From an optimization exercise on the open Yosys and OpenROAD flow, aimed at small area; shortcuts taken in it are not production practice.
At most, simulation tests tie the RTL to the original design; equivalence was not proved.
Power figures rest on the tool's default switching activity, not on a simulated workload.

==> flow/design.v (excerpt) <==
module bubble_pool
#(
   parameter int NUM_SLOTS = 8,
   parameter int MAX_SIZE  = 3,
   parameter int BASE_DIAM = 8,
   parameter int SCREEN_W  = 640,
   parameter int FLOOR_Y   = 440,
   parameter int X_SPEED   = 2,
   parameter int GRAVITY   = 1
)(
   input  logic                          clk,
   input  logic                          reset,
   input  logic                          startOfFrame,
   input  logic                          spawn_valid,
   output logic                          spawn_ready,
   input  logic [2:0]                    spawn_size,
   input  logic [10:0]                   spawn_x,
   input  logic [10:0]                   spawn_y,
   input  logic                          spawn_dir,
   input  logic                          hit_valid,
   input  logic [$clog2(NUM_SLOTS)-1:0]  hit_slot,
   input  logic [10:0]                   pixelX,
   input  logic [10:0]                   pixelY,
   output logic                          drawingRequest,
   output logic [$clog2(NUM_SLOTS)-1:0]  drawSlot,
   output logic [2:0]                    drawSize,
   output logic [10:0]                   offsetX,
   output logic [10:0]                   offsetY,
   output logic [$clog2(NUM_SLOTS):0]    activeCount,
   output logic                          split,
   output logic                          allCleared
);
   localparam int N  = 8;
   localparam int SW = 3;
   localparam logic [1:0] S_IDLE   = 2'd0;
   localparam logic [1:0] S_UPDATE = 2'd1;
   localparam logic [1:0] S_SPLIT  = 2'd2;
   localparam logic [1:0] S_DONE   = 2'd3;
   logic [N-1:0]    s_act, s_pend, s_dir, s_fresh;
   logic [N*2-1:0]  s_size;
   localparam logic [10:0] CPOL = 11'b111_1100_0111;
   logic [N*11-1:0] s_xn, s_yn;
   logic [N*6-1:0]  s_vy;
   logic [1:0]  state;
   logic [N-1:0] isel;    
   logic in_idle, in_upd, in_spl, in_done;
   assign in_idle = (state == S_IDLE);
   assign in_upd  = (state == S_UPDATE);
   assign in_spl  = (state == S_SPLIT);
   assign in_done = (state == S_DONE);
   logic [N-1:0] fsel;
   logic         below_full;
   always_comb begin
      below_full = 1'b1;
      for (int i = 0; i < N; i++) begin
  ...
clock: 10.0 ns
lec_check: 0
cap_margin: 20
core_margin: 2
core_utilization: 40
slew_margin: 20
cts_args: -sink_clustering_enable -repair_clock_nets -dont_use_dummy_load -buf_list sky130_fd_sc_hd__clkbuf_8 -sink_clustering_size 16 -sink_clustering_max_diameter 60
skip_repair_tie_fanout: 1
buffer_ports_args: -buffer_cell sky130_fd_sc_hd__buf_1
standard.sh (not shown) runs the stock make flow with config.mk's settings and CLKGATE_MAP_FILE= SYNTH_SCRIPT=/design/flow/synth_recipe.tcl, a recipe that flattens the netlist after the stock synthesis.
==> flow/flow/run.sh <==
#!/bin/bash
# Layout flow: the standard ORFS flow (standard.sh) with these changes to how the layout
# is built:
#  - synthesis is the standard one (synth_recipe.tcl), but ABC maps the logic with the
#    area-oriented script flow/abc_area.script (read through a scripts folder that is ORFS's
#    own, file for file, except for that script);
#  - clock tree synthesis without dummy load cells;
#  - the smallest buffer for the port buffers.
# Each tool's output goes to a log in this folder (synth.log, standard.log); ORFS also keeps
# its per-step logs under orfs/logs/.
set -euo pipefail
work=$(pwd)
mkdir -p scripts_abc
for f in "$FLOW_HOME"/scripts/*; do
  ln -s "$f" scripts_abc/
done
rm scripts_abc/abc_speed.script
cp flow/abc_area.script scripts_abc/abc_speed.script
cat >> config.mk <<'EOC'
export CTS_ARGS = -sink_clustering_enable -repair_clock_nets -dont_use_dummy_load -buf_list sky130_fd_sc_hd__clkbuf_8 -sink_clustering_size 16 -sink_clustering_max_diameter 60
export SKIP_REPAIR_TIE_FANOUT = 1
export BUFFER_PORTS_ARGS = -buffer_cell sky130_fd_sc_hd__buf_1
EOC
bash standard.sh SCRIPTS_DIR="$work/scripts_abc" synth > synth.log 2>&1
bash standard.sh > standard.log 2>&1
==> flow/flow/abc_area.script <==
strash
dch
amap
strash
dch
amap
strash
dch
amap
topo
stime -c
Then changed:
--- a/flow/design.v
+++ b/flow/design.v
@@ -9,22 +9,20 @@
    input  logic [10:0]                    px,
    input  logic [10:0]                    py,
    output logic                           hit,
    output logic [$clog2(NUM_SLOTS)-1:0]   slot,
    output logic [1:0]                     size,
    output logic [5:0]                     off_x,
    output logic [5:0]                     off_y
 );
    localparam int SW = $clog2(NUM_SLOTS);
-   function automatic logic [11:0] sub(input logic [10:0] p, input logic [10:0] qm);
-      logic [10:0] qn;
-      logic        c;
-      qn = {qm[10:6], ~qm[5:3], qm[2:0]};    
+   function automatic logic [11:0] sub(input logic [10:0] p, input logic [10:0] qn);
+      logic c;
       c = 1'b1;
       for (int k = 0; k < 11; k++) begin
          sub[k] = p[k] ^ qn[k] ^ c;
          c      = (p[k] && qn[k]) || (p[k] && c) || (qn[k] && c);
       end
       sub[11] = c;
    endfunction
    function automatic logic ok(input logic [11:0] t, input logic [1:0] s);
       ok = t[11] && (t[10:6] == 5'd0) &&
@@ -97,20 +95,19 @@
 );
    localparam int N  = 8;
    localparam int SW = 3;
    localparam logic [1:0] S_IDLE   = 2'd0;
    localparam logic [1:0] S_UPDATE = 2'd1;
    localparam logic [1:0] S_SPLIT  = 2'd2;
    localparam logic [1:0] S_DONE   = 2'd3;
    logic [N-1:0]    s_act, s_pend, s_dir, s_fresh;
    logic [N*2-1:0]  s_size;
-   localparam logic [10:0] CPOL = 11'b111_1100_0111;
-   logic [N*11-1:0] s_xn, s_yn;
+   logic [N*11-1:0] s_xn, s_yn;    
    logic [N*6-1:0]  s_vy;
    logic [1:0]  state;
    logic [N-1:0] isel;    
    logic in_idle, in_upd, in_spl, in_done;
    assign in_idle = (state == S_IDLE);
    assign in_upd  = (state == S_UPDATE);
    assign in_spl  = (state == S_SPLIT);
    assign in_done = (state == S_DONE);
    logic [N-1:0] fsel;
@@ -135,20 +132,20 @@
       c_x     = '0;
       c_y     = '0;
       c_vy    = '0;
       for (int i = 0; i < N; i++) begin
          c_act   = c_act   | (s_act[i]   & isel[i]);
          c_pend  = c_pend  | (s_pend[i]  & isel[i]);
          c_dir   = c_dir   | (s_dir[i]   & isel[i]);
          c_fresh = c_fresh | (s_fresh[i] & isel[i]);
          c_size  = c_size  | (s_size[i*2 +: 2] & {2{isel[i]}});
-         c_x     = c_x     | ((s_xn[i*11 +: 11] ^ CPOL) & {11{isel[i]}});
-         c_y     = c_y     | ((s_yn[i*11 +: 11] ^ CPOL) & {11{isel[i]}});
+         c_x     = c_x     | (~s_xn[i*11 +: 11] & {11{isel[i]}});
+         c_y     = c_y     | (~s_yn[i*11 +: 11] & {11{isel[i]}});
          c_vy    = c_vy    | (s_vy[i*6 +: 6] & {6{isel[i]}});
       end
    end
    logic live, upd_split, do_pop, do_move, advance;
    assign live      = in_upd && c_act && !c_fresh;
    assign upd_split = live && c_pend && (c_size != 2'd0);
    assign do_pop    = live && c_pend && (c_size == 2'd0);
    assign do_move   = live && !c_pend;
    assign advance   = (in_upd && !upd_split) || in_spl;
@@ -232,20 +229,20 @@
                       (s_pend[i] || (hit_go && hit_slot == SW'(i)));
          n_fresh[i] = !in_idle && (s_fresh[i] || (fsel[i] && in_spl));
       end
    end
    always_ff @(posedge clk) begin
       s_fresh <= n_fresh;
       s_pend  <= n_pend;
       for (int i = 0; i < N; i++) begin
          if ((isel[i] && do_move) || (fsel[i] && alloc_go)) begin
-            s_xn[i*11 +: 11] <= w_x ^ CPOL;
-            s_yn[i*11 +: 11] <= w_y ^ CPOL;
+            s_xn[i*11 +: 11] <= ~w_x;
+            s_yn[i*11 +: 11] <= ~w_y;
          end
          if ((isel[i] && (do_move || in_spl)) || (fsel[i] && alloc_go)) begin
             s_vy[i*6 +: 6] <= w_vy;
             s_dir[i]       <= in_idle ? spawn_dir : (in_upd ? m_dir : fsel[i]);
          end
          if ((isel[i] && in_spl) || (fsel[i] && alloc_go))
             s_size[i*2 +: 2] <= w_size;
       end
    end
Effect: Worst hold slack stays flat; worst setup slack gets worse by 0.20 ns; final cell count drops by 0.91%; count of clock-buffer cells in the layout drops by 2; power drops by 1.8%; global-route usage drops by 0.98 points; core utilization stays flat; wire length drops by 3.1%; die area hardly moves; design area barely changes.
Function not checked in the first run of this note: the RTL went through the layout flow alone.

==> port drivers added, routing unchanged <==
The flow's constraints put no driver on any port. The routed layouts listed below were extracted and timed again, unchanged, in two steps.
Step 1: set_driving_cell puts a clkbuf_16 on clk and a buf_2 on each other input, an assumption about the parent block.
Step 2 also shifts input and output timing later by t, the mid clock arrival at the registers, as if the neighbouring blocks saw the same clock.
Slacks: ideal ports / drivers / drivers and shift; pairs: ideal ports / drivers.
run | t (ns) | setup WS [ns] | clock arrival spread, ns
the first run | 0.677 | 1.034 / 1.060 / 0.383 | 0.073 / 0.074
the second run | 0.644 | 0.830 / 0.830 / 0.595 | 0.064 / 0.064
After both steps setup and hold are still met in every run listed. The setup slack of the first run, which loses most, moves by +0.026 ns with the drivers and by -0.651 ns with both steps.
